This design comes from an exercise in tuning for small area on the open sky130 flow, not from production work. Only simulation tests tie the RTL to the original design; equivalence was not proved.

==> 07-03 <==
Design aesTop, start of the top module:
module aesTop (
	input logic clock,
	input logic reset,
	input logic start,
	input aesTypesPkg::aesBlock plainText,
	input aesTypesPkg::aesBlock key,
	output aesTypesPkg::aesBlock cipherText,
	output logic done
);
	logic busy;
	logic [8:0] q, qNext;           
	logic [127:0] st;               
	logic [127:0] ks;               
	logic [127:0] stD, ksD;
	logic [127:0] ptRm, keyRm;
	logic ld, ldn, isFinal, isFinaln, lastPass;
	logic useBn, gAn, mix, mixn, sh, shn, isSBx, isSBn, hold0n;
	logic [3:0] rotId, run, hold;
	logic [7:0] rcTn;
	aesSequencer uSequencer (
		.start(start),
		.busy(busy),
		.q(q),
		.ld(ld),
		.ldn(ldn),
		.sh(sh),
		.shn(shn),
		.run(run),
		.rotId(rotId),
		.hold(hold),
		.hold0n(hold0n),
		.mix(mix),
		.mixn(mixn),
		.useBn(useBn),
		.isSB(isSBx),
		.isSBn(isSBn),
		.isFinal(isFinal),
		.isFinaln(isFinaln),
		.gAn(gAn),
		.rcTn(rcTn),
		.lastPass(lastPass),
		.qNext(qNext)
	);
	always_ff @(posedge clock or posedge reset) begin
		if (reset) begin
			busy <= 1'b0;
			done <= 1'b0;
		end else if (ld) begin
			busy <= 1'b1;
			done <= 1'b0;
		end else if (lastPass) begin
			busy <= 1'b0;
			done <= 1'b1;
		end
	end
	always_ff @(posedge clock)
		q <= qNext;
	always_comb begin
		for (int i = 0; i < 16; i++) begin
			ptRm[127 - 8*((i % 4)*4 + i / 4) -: 8] = plainText[127 - 8*i -: 8];
			keyRm[127 - 8*((i % 4)*4 + i / 4) -: 8] = key[127 - 8*i -: 8];
			cipherText[127 - 8*i -: 8] = st[127 - 8*((i % 4)*4 + i / 4) -: 8];
		end
	end
	aesRoundDatapath uDatapath (
		.st(st),
		.ks(ks),
		.ptRm(ptRm),
		.keyRm(keyRm),
		.ld(ld),
		.ldn(ldn),
		.sh(sh),
		.shn(shn),
		.mixn(mixn),
		.hold0n(hold0n),
		.run(run),
		.rotId(rotId),
		.hold(hold),
		.mix(mix),
		.useBn(useBn),
		.isSB(isSBx),
		.isSBn(isSBn),
		.isFinal(isFinal),
		.isFinaln(isFinaln),
		.gAn(gAn),
		.rcTn(rcTn),
		.stD(stD),
		.ksD(ksD)
	);
	always_ff @(posedge clock) begin
		st <= stD;
		ks <= ksD;
	end
endmodule
==> module aesSequencer, before the edit <==
module aesSequencer (
	input logic start,
	input logic busy,
	input logic [8:0] q,
	output logic ld,
	output logic ldn,
	output logic sh,
	output logic shn,
	output logic [3:0] run,
	output logic [3:0] rotId,
	output logic [3:0] hold,
	output logic hold0n,
	output logic mix,
	output logic mixn,
	output logic useBn,
	output logic isSB,
	output logic isSBn,
	output logic isFinal,
	output logic isFinaln,
	output logic gAn,
	output logic [7:0] rcTn,
	output logic lastPass,
	output logic [8:0] qNext
);
	logic [3:0] rnd, cnt;
	logic ph, isA;
	logic [7:0] rcon;
	assign rnd = q[8:5];
	assign ph = q[4];
	assign cnt = q[3:0];
	assign ld = start & ~busy;
	assign ldn = ~ld;
	assign sh = busy & ~ph;
	assign shn = ~sh;
	assign isA = busy & ph;
	assign isSB = ~ph;              
	assign isSBn = ph;
	assign isFinal = rnd[3] & rnd[1] & rnd[0];
	assign isFinaln = ~isFinal;
	assign lastPass = busy & (q == 9'd367);
	assign qNext = busy ? q + 9'd1 : 9'd32;
	assign rcon = {
		rnd == 4'd8,
		rnd == 4'd7,
		(rnd == 4'd6) | (rnd == 4'd10),
		(rnd == 4'd5) | (rnd == 4'd9) | (rnd == 4'd10),
		(rnd == 4'd4) | (rnd == 4'd9),
		(rnd == 4'd3) | (rnd == 4'd10),
		(rnd == 4'd2) | (rnd == 4'd9) | (rnd == 4'd10),
		(rnd == 4'd1) | (rnd == 4'd9)};
	assign useBn = ~(~ph & (rnd[3:1] != 3'd0) & (cnt[1:0] != 2'd0));
	assign gAn = ~(ph & (cnt[1:0] == 2'd0));
	assign rcTn = ~((ph & (cnt == 4'd0)) ? rcon : 8'h00);
	assign mix = isA & ~(rnd[3] & rnd[1] & ~rnd[0]) & ~cnt[3] & (cnt[2] ^ (cnt[1] & cnt[0]));
	assign mixn = ~mix;
	always_comb begin
		for (int r = 0; r < 4; r++) begin
			rotId[r] = isA & (cnt < 4'(r));
			run[r] = sh | rotId[r] | mix;
			hold[r] = ~(ld | run[r]);
		end
	end
	assign hold0n = ~hold[0];
endmodule
==> module aesTop, before the edit <==
module aesTop (
	input logic clock,
	input logic reset,
	input logic start,
	input aesTypesPkg::aesBlock plainText,
	input aesTypesPkg::aesBlock key,
	output aesTypesPkg::aesBlock cipherText,
	output logic done
);
	logic busy;
	logic [8:0] q, qNext;           
	logic [127:0] st;               
	logic [127:0] ks;               
	logic [127:0] stD, ksD;
	logic [127:0] ptRm, keyRm;
	logic ld, ldn, isFinal, isFinaln, lastPass;
	logic useBn, gAn, mix, mixn, sh, shn, isSBx, isSBn, hold0n;
	logic [3:0] rotId, run, hold;
	logic [7:0] rcTn;
	aesSequencer uSequencer (
		.start(start),
		.busy(busy),
		.q(q),
		.ld(ld),
		.ldn(ldn),
		.sh(sh),
		.shn(shn),
		.run(run),
		.rotId(rotId),
		.hold(hold),
		.hold0n(hold0n),
		.mix(mix),
		.mixn(mixn),
		.useBn(useBn),
		.isSB(isSBx),
		.isSBn(isSBn),
		.isFinal(isFinal),
		.isFinaln(isFinaln),
		.gAn(gAn),
		.rcTn(rcTn),
		.lastPass(lastPass),
		.qNext(qNext)
	);
	always_ff @(posedge clock or posedge reset) begin
		if (reset) begin
			busy <= 1'b0;
			done <= 1'b0;
		end else if (ld) begin
			busy <= 1'b1;
			done <= 1'b0;
		end else if (lastPass) begin
			busy <= 1'b0;
			done <= 1'b1;
		end
	end
	always_ff @(posedge clock)
		q <= qNext;
	always_comb begin
		for (int i = 0; i < 16; i++) begin
			ptRm[127 - 8*((i % 4)*4 + i / 4) -: 8] = plainText[127 - 8*i -: 8];
			keyRm[127 - 8*((i % 4)*4 + i / 4) -: 8] = key[127 - 8*i -: 8];
			cipherText[127 - 8*i -: 8] = st[127 - 8*((i % 4)*4 + i / 4) -: 8];
		end
	end
	aesRoundDatapath uDatapath (
		.st(st),
		.ks(ks),
		.ptRm(ptRm),
		.keyRm(keyRm),
		.ld(ld),
		.ldn(ldn),
		.sh(sh),
		.shn(shn),
		.mixn(mixn),
		.hold0n(hold0n),
		.run(run),
		.rotId(rotId),
		.hold(hold),
		.mix(mix),
		.useBn(useBn),
		.isSB(isSBx),
		.isSBn(isSBn),
		.isFinal(isFinal),
		.isFinaln(isFinaln),
		.gAn(gAn),
		.rcTn(rcTn),
		.stD(stD),
		.ksD(ksD)
	);
	always_ff @(posedge clock) begin
		st <= stD;
		ks <= ksD;
	end
endmodule
Settings: LEC_CHECK=0, CAP_MARGIN=5, CORE_MARGIN=2, CORE_UTILIZATION=50, SLEW_MARGIN=5, SYNTH_HIERARCHICAL=1, SYNTH_MINIMUM_KEEP_SIZE=0; clock period 25.0 ns.
standard.sh (not shown) runs the stock make flow with config.mk's settings and CLKGATE_MAP_FILE= SYNTH_SCRIPT=/design/flow/synth_recipe.tcl, a recipe that flattens the netlist after the stock synthesis.
==> flow/flow/run.sh <==
#!/bin/bash
# The standard layout, with each port buffered by the smallest buffer cell and
# a clock tree of small buffers without dummy loads.
set -euo pipefail
export BUFFER_PORTS_ARGS="-buffer_cell sky130_fd_sc_hd__buf_1"
export CTS_ARGS="-sink_clustering_enable -repair_clock_nets -buf_list {sky130_fd_sc_hd__clkbuf_4 sky130_fd_sc_hd__clkbuf_8} -root_buf sky130_fd_sc_hd__clkbuf_8 -sink_clustering_size 17 -sink_clustering_max_diameter 60 -dont_use_dummy_load"
bash standard.sh > std_flow.log 2>&1
==> 02-15: changes against 07-03 <==
--- a/flow/design.v
+++ b/flow/design.v
@@ -922,45 +922,52 @@
 	assign stD[7 -: 8] = sq15;
 endmodule
-module aesSequencer (
+module aesTop (
+	input logic clock,
+	input logic reset,
 	input logic start,
-	input logic busy,
-	input logic [8:0] q,
-	output logic ld,
-	output logic ldn,
-	output logic sh,
-	output logic shn,
-	output logic [3:0] run,
-	output logic [3:0] rotId,
-	output logic [3:0] hold,
-	output logic hold0n,
-	output logic mix,
-	output logic mixn,
-	output logic useBn,
-	output logic isSB,
-	output logic isSBn,
-	output logic isFinal,
-	output logic isFinaln,
-	output logic gAn,
-	output logic [7:0] rcTn,
-	output logic lastPass,
-	output logic [8:0] qNext
+	input aesTypesPkg::aesBlock plainText,
+	input aesTypesPkg::aesBlock key,
+	output aesTypesPkg::aesBlock cipherText,
+	output logic done
 );
+	logic busy;
+	logic [8:0] q;                  
 	logic [3:0] rnd, cnt;
-	logic ph, isA;
-	logic [7:0] rcon;
+	logic ph;
+	logic [127:0] st;               
+	logic [127:0] ks;               
+	logic [127:0] stD, ksD;
+	logic [127:0] ptRm, keyRm;
+	logic ld, isSB, isA, isFinal, lastPass;
+	logic useBn, gAn, mix, sh, isSBx;
+	logic [3:0] rotId, run, hold;
+	logic [7:0] rcon, rcTn;
 	assign rnd = q[8:5];
 	assign ph = q[4];
 	assign cnt = q[3:0];
 	assign ld = start & ~busy;
-	assign ldn = ~ld;
-	assign sh = busy & ~ph;
-	assign shn = ~sh;
+	assign isSB = busy & ~ph;
 	assign isA = busy & ph;
-	assign isSB = ~ph;              
-	assign isSBn = ph;
+	assign isSBx = ~ph;             
 	assign isFinal = rnd[3] & rnd[1] & rnd[0];
-	assign isFinaln = ~isFinal;
 	assign lastPass = busy & (q == 9'd367);
-	assign qNext = busy ? q + 9'd1 : 9'd32;
+	always_ff @(posedge clock or posedge reset) begin
+		if (reset) begin
+			busy <= 1'b0;
+			done <= 1'b0;
+		end else if (ld) begin
+			busy <= 1'b1;
+			done <= 1'b0;
+		end else if (lastPass) begin
+			busy <= 1'b0;
+			done <= 1'b1;
+		end
+	end
+	always_ff @(posedge clock) begin
+		if (busy)
+			q <= q + 9'd1;
+		else
+			q <= 9'd32;
+	end
 	assign rcon = {
 		rnd == 4'd8,
@@ -972,9 +979,9 @@
 		(rnd == 4'd2) | (rnd == 4'd9) | (rnd == 4'd10),
 		(rnd == 4'd1) | (rnd == 4'd9)};
-	assign useBn = ~(~ph & (rnd[3:1] != 3'd0) & (cnt[1:0] != 2'd0));
+	assign useBn = ~(isSBx & (rnd[3:1] != 3'd0) & (cnt[1:0] != 2'd0));
 	assign gAn = ~(ph & (cnt[1:0] == 2'd0));
 	assign rcTn = ~((ph & (cnt == 4'd0)) ? rcon : 8'h00);
+	assign sh = isSB;
 	assign mix = isA & ~(rnd[3] & rnd[1] & ~rnd[0]) & ~cnt[3] & (cnt[2] ^ (cnt[1] & cnt[0]));
-	assign mixn = ~mix;
 	always_comb begin
 		for (int r = 0; r < 4; r++) begin
@@ -984,63 +991,4 @@
 		end
 	end
-	assign hold0n = ~hold[0];
-endmodule
-module aesTop (
-	input logic clock,
-	input logic reset,
-	input logic start,
-	input aesTypesPkg::aesBlock plainText,
-	input aesTypesPkg::aesBlock key,
-	output aesTypesPkg::aesBlock cipherText,
-	output logic done
-);
-	logic busy;
-	logic [8:0] q, qNext;           
-	logic [127:0] st;               
-	logic [127:0] ks;               
-	logic [127:0] stD, ksD;
-	logic [127:0] ptRm, keyRm;
-	logic ld, ldn, isFinal, isFinaln, lastPass;
-	logic useBn, gAn, mix, mixn, sh, shn, isSBx, isSBn, hold0n;
-	logic [3:0] rotId, run, hold;
-	logic [7:0] rcTn;
-	aesSequencer uSequencer (
-		.start(start),
-		.busy(busy),
-		.q(q),
-		.ld(ld),
-		.ldn(ldn),
-		.sh(sh),
-		.shn(shn),
-		.run(run),
-		.rotId(rotId),
-		.hold(hold),
-		.hold0n(hold0n),
-		.mix(mix),
-		.mixn(mixn),
-		.useBn(useBn),
-		.isSB(isSBx),
-		.isSBn(isSBn),
-		.isFinal(isFinal),
-		.isFinaln(isFinaln),
-		.gAn(gAn),
-		.rcTn(rcTn),
-		.lastPass(lastPass),
-		.qNext(qNext)
-	);
-	always_ff @(posedge clock or posedge reset) begin
-		if (reset) begin
-			busy <= 1'b0;
-			done <= 1'b0;
-		end else if (ld) begin
-			busy <= 1'b1;
-			done <= 1'b0;
-		end else if (lastPass) begin
-			busy <= 1'b0;
-			done <= 1'b1;
-		end
-	end
-	always_ff @(posedge clock)
-		q <= qNext;
 	always_comb begin
 		for (int i = 0; i < 16; i++) begin
@@ -1056,9 +1004,9 @@
 		.keyRm(keyRm),
 		.ld(ld),
-		.ldn(ldn),
+		.ldn(~ld),
 		.sh(sh),
-		.shn(shn),
-		.mixn(mixn),
-		.hold0n(hold0n),
+		.shn(~sh),
+		.mixn(~mix),
+		.hold0n(~hold[0]),
 		.run(run),
 		.rotId(rotId),
@@ -1067,7 +1015,7 @@
 		.useBn(useBn),
 		.isSB(isSBx),
-		.isSBn(isSBn),
+		.isSBn(~isSBx),
 		.isFinal(isFinal),
-		.isFinaln(isFinaln),
+		.isFinaln(~isFinal),
 		.gAn(gAn),
 		.rcTn(rcTn),
==> 09-18: changes against 07-03 <==
--- a/flow/design.v
+++ b/flow/design.v
@@ -922,45 +922,52 @@
 	assign stD[7 -: 8] = sq15;
 endmodule
-module aesSequencer (
+module aesTop (
+	input logic clock,
+	input logic reset,
 	input logic start,
-	input logic busy,
-	input logic [8:0] q,
-	output logic ld,
-	output logic ldn,
-	output logic sh,
-	output logic shn,
-	output logic [3:0] run,
-	output logic [3:0] rotId,
-	output logic [3:0] hold,
-	output logic hold0n,
-	output logic mix,
-	output logic mixn,
-	output logic useBn,
-	output logic isSB,
-	output logic isSBn,
-	output logic isFinal,
-	output logic isFinaln,
-	output logic gAn,
-	output logic [7:0] rcTn,
-	output logic lastPass,
-	output logic [8:0] qNext
+	input aesTypesPkg::aesBlock plainText,
+	input aesTypesPkg::aesBlock key,
+	output aesTypesPkg::aesBlock cipherText,
+	output logic done
 );
+	logic busy;
+	logic [8:0] q;                  
 	logic [3:0] rnd, cnt;
-	logic ph, isA;
-	logic [7:0] rcon;
+	logic ph;
+	logic [127:0] st;               
+	logic [127:0] ks;               
+	logic [127:0] stD, ksD;
+	logic [127:0] ptRm, keyRm;
+	logic ld, isSB, isA, isFinal, lastPass;
+	logic useBn, gAn, mix, sh, isSBx;
+	logic [3:0] rotId, run, hold;
+	logic [7:0] rcon, rcTn;
 	assign rnd = q[8:5];
 	assign ph = q[4];
 	assign cnt = q[3:0];
 	assign ld = start & ~busy;
-	assign ldn = ~ld;
-	assign sh = busy & ~ph;
-	assign shn = ~sh;
+	assign isSB = busy & ~ph;
 	assign isA = busy & ph;
-	assign isSB = ~ph;              
-	assign isSBn = ph;
+	assign isSBx = ~ph;             
 	assign isFinal = rnd[3] & rnd[1] & rnd[0];
-	assign isFinaln = ~isFinal;
 	assign lastPass = busy & (q == 9'd367);
-	assign qNext = busy ? q + 9'd1 : 9'd32;
+	always_ff @(posedge clock or posedge reset) begin
+		if (reset) begin
+			busy <= 1'b0;
+			done <= 1'b0;
+		end else if (ld) begin
+			busy <= 1'b1;
+			done <= 1'b0;
+		end else if (lastPass) begin
+			busy <= 1'b0;
+			done <= 1'b1;
+		end
+	end
+	always_ff @(posedge clock) begin
+		if (busy)
+			q <= q + 9'd1;
+		else
+			q <= 9'd32;
+	end
 	assign rcon = {
 		rnd == 4'd8,
@@ -972,9 +979,9 @@
 		(rnd == 4'd2) | (rnd == 4'd9) | (rnd == 4'd10),
 		(rnd == 4'd1) | (rnd == 4'd9)};
-	assign useBn = ~(~ph & (rnd[3:1] != 3'd0) & (cnt[1:0] != 2'd0));
+	assign useBn = ~(isSBx & (rnd[3:1] != 3'd0) & (cnt[1:0] != 2'd0));
 	assign gAn = ~(ph & (cnt[1:0] == 2'd0));
 	assign rcTn = ~((ph & (cnt == 4'd0)) ? rcon : 8'h00);
+	assign sh = isSB;
 	assign mix = isA & ~(rnd[3] & rnd[1] & ~rnd[0]) & ~cnt[3] & (cnt[2] ^ (cnt[1] & cnt[0]));
-	assign mixn = ~mix;
 	always_comb begin
 		for (int r = 0; r < 4; r++) begin
@@ -984,63 +991,4 @@
 		end
 	end
-	assign hold0n = ~hold[0];
-endmodule
-module aesTop (
-	input logic clock,
-	input logic reset,
-	input logic start,
-	input aesTypesPkg::aesBlock plainText,
-	input aesTypesPkg::aesBlock key,
-	output aesTypesPkg::aesBlock cipherText,
-	output logic done
-);
-	logic busy;
-	logic [8:0] q, qNext;           
-	logic [127:0] st;               
-	logic [127:0] ks;               
-	logic [127:0] stD, ksD;
-	logic [127:0] ptRm, keyRm;
-	logic ld, ldn, isFinal, isFinaln, lastPass;
-	logic useBn, gAn, mix, mixn, sh, shn, isSBx, isSBn, hold0n;
-	logic [3:0] rotId, run, hold;
-	logic [7:0] rcTn;
-	aesSequencer uSequencer (
-		.start(start),
-		.busy(busy),
-		.q(q),
-		.ld(ld),
-		.ldn(ldn),
-		.sh(sh),
-		.shn(shn),
-		.run(run),
-		.rotId(rotId),
-		.hold(hold),
-		.hold0n(hold0n),
-		.mix(mix),
-		.mixn(mixn),
-		.useBn(useBn),
-		.isSB(isSBx),
-		.isSBn(isSBn),
-		.isFinal(isFinal),
-		.isFinaln(isFinaln),
-		.gAn(gAn),
-		.rcTn(rcTn),
-		.lastPass(lastPass),
-		.qNext(qNext)
-	);
-	always_ff @(posedge clock or posedge reset) begin
-		if (reset) begin
-			busy <= 1'b0;
-			done <= 1'b0;
-		end else if (ld) begin
-			busy <= 1'b1;
-			done <= 1'b0;
-		end else if (lastPass) begin
-			busy <= 1'b0;
-			done <= 1'b1;
-		end
-	end
-	always_ff @(posedge clock)
-		q <= qNext;
 	always_comb begin
 		for (int i = 0; i < 16; i++) begin
@@ -1056,9 +1004,9 @@
 		.keyRm(keyRm),
 		.ld(ld),
-		.ldn(ldn),
+		.ldn(~ld),
 		.sh(sh),
-		.shn(shn),
-		.mixn(mixn),
-		.hold0n(hold0n),
+		.shn(~sh),
+		.mixn(~mix),
+		.hold0n(~hold[0]),
 		.run(run),
 		.rotId(rotId),
@@ -1067,7 +1015,7 @@
 		.useBn(useBn),
 		.isSB(isSBx),
-		.isSBn(isSBn),
+		.isSBn(~isSBx),
 		.isFinal(isFinal),
-		.isFinaln(isFinaln),
+		.isFinaln(~isFinal),
 		.gAn(gAn),
 		.rcTn(rcTn),
==> flow/flow/run.sh (replaced) <==
#!/bin/bash
# The standard layout, with each port buffered by the smallest buffer cell and
# a clock tree of small buffers without dummy loads.
set -euo pipefail
export BUFFER_PORTS_ARGS="-buffer_cell sky130_fd_sc_hd__buf_1"
export CTS_ARGS="-sink_clustering_enable -repair_clock_nets -buf_list {sky130_fd_sc_hd__clkbuf_4 sky130_fd_sc_hd__clkbuf_8} -root_buf sky130_fd_sc_hd__clkbuf_8 -sink_clustering_size 14 -sink_clustering_max_diameter 60 -dont_use_dummy_load"
bash standard.sh > std_flow.log 2>&1
Settings changed: CAP_MARGIN 5 to 20, SLEW_MARGIN 5 to 20.
==> qor summary <==
Outcome: 07-03 no timing/DRC/antenna violations; 09-18 no timing/DRC/antenna violations; 02-15 no timing/DRC/antenna violations
Library cell appearing most often on the critical path: 07-03 sky130_fd_sc_hd__xnor2_1; 09-18 sky130_fd_sc_hd__xor2_1; 02-15 sky130_fd_sc_hd__buf_4
Pre-CTS setup slack: 07-03 17.37 ns; 09-18 16.47 ns; 02-15 16.47 ns
R2R setup slack: 07-03 17.56 ns; 09-18 17.12 ns; 02-15 17.14 ns
Met3 Usage GRT: 07-03 0.0555; 09-18 0.0566; 02-15 0.0516
Estimated wirelength of the detail-placed design: 07-03 25900 microns; 09-18 25700 microns; 02-15 25700 microns
Routed via count: 07-03 10433; 09-18 10413; 02-15 10378
Via count of the first global-routing pass: 07-03 9706; 09-18 10042; 02-15 10001
Synth Warn #: 07-03 8; 09-18 7; 02-15 7
Initial drt markers: 07-03 1388; 09-18 1245; 02-15 1261
Maximum number of pins on one net before global-route repair: 07-03 211; 09-18 126; 02-15 126
Reg-to-reg critical path endpoint: 07-03 ks[3]; 09-18 ks[2]; 02-15 ks[2]
Standard cell with the maximum stage delay on the critical path: 07-03 sky130_fd_sc_hd__dfxtp_1; 09-18 sky130_fd_sc_hd__dfxtp_1; 02-15 sky130_fd_sc_hd__buf_4
Crit path required time: 07-03 25.35 ns; 09-18 25.45 ns; 02-15 25.50 ns
Count of mapped cells out of synthesis: 07-03 1148; 09-18 1147; 02-15 1147
Share of layout cells above drive strength 1: 07-03 0.0258; 09-18 0.0290; 02-15 0.0265
CLK BUF: 07-03 22; 09-18 25; 02-15 21

[re-timing with driven ports]
The results above use ideal ports. As a check the final layouts listed here were re-extracted and re-timed, cells and wires unchanged.
Step 1 sets driving cells, clkbuf_16 on the clock port and buf_2 on the other inputs (assumed; they add their load-dependent delay and slew).
Step 2, shift: input delay + t, output delay - t, t = (earliest + latest rising clock arrival at the registers) / 2. This alone moves slack from input paths to output paths.
Three values: no drivers, after step 1, after step 2; two values: the first two.
| run | t, ns | setup slack, ns | worst hold slack (ns) | worst setup path after step 2 |
|---|---|---|---|---|
| 07-03 | 0.559 | 17.558 / 17.558 / 17.419 | 0.397 / 0.397 / 0.397 | input to register |
| 02-15 | 0.577 | 17.076 / 17.089 / 16.512 | 0.363 / 0.363 / 0.363 | input to register |
| 09-18 | 0.583 | 17.121 / 17.121 / 16.773 | 0.350 / 0.350 / 0.350 | input to register |
After both steps setup and hold are still met in every run listed. For 02-15, which loses most, drivers alone change the setup slack by +0.013 ns; drivers and shift together by -0.564 ns.
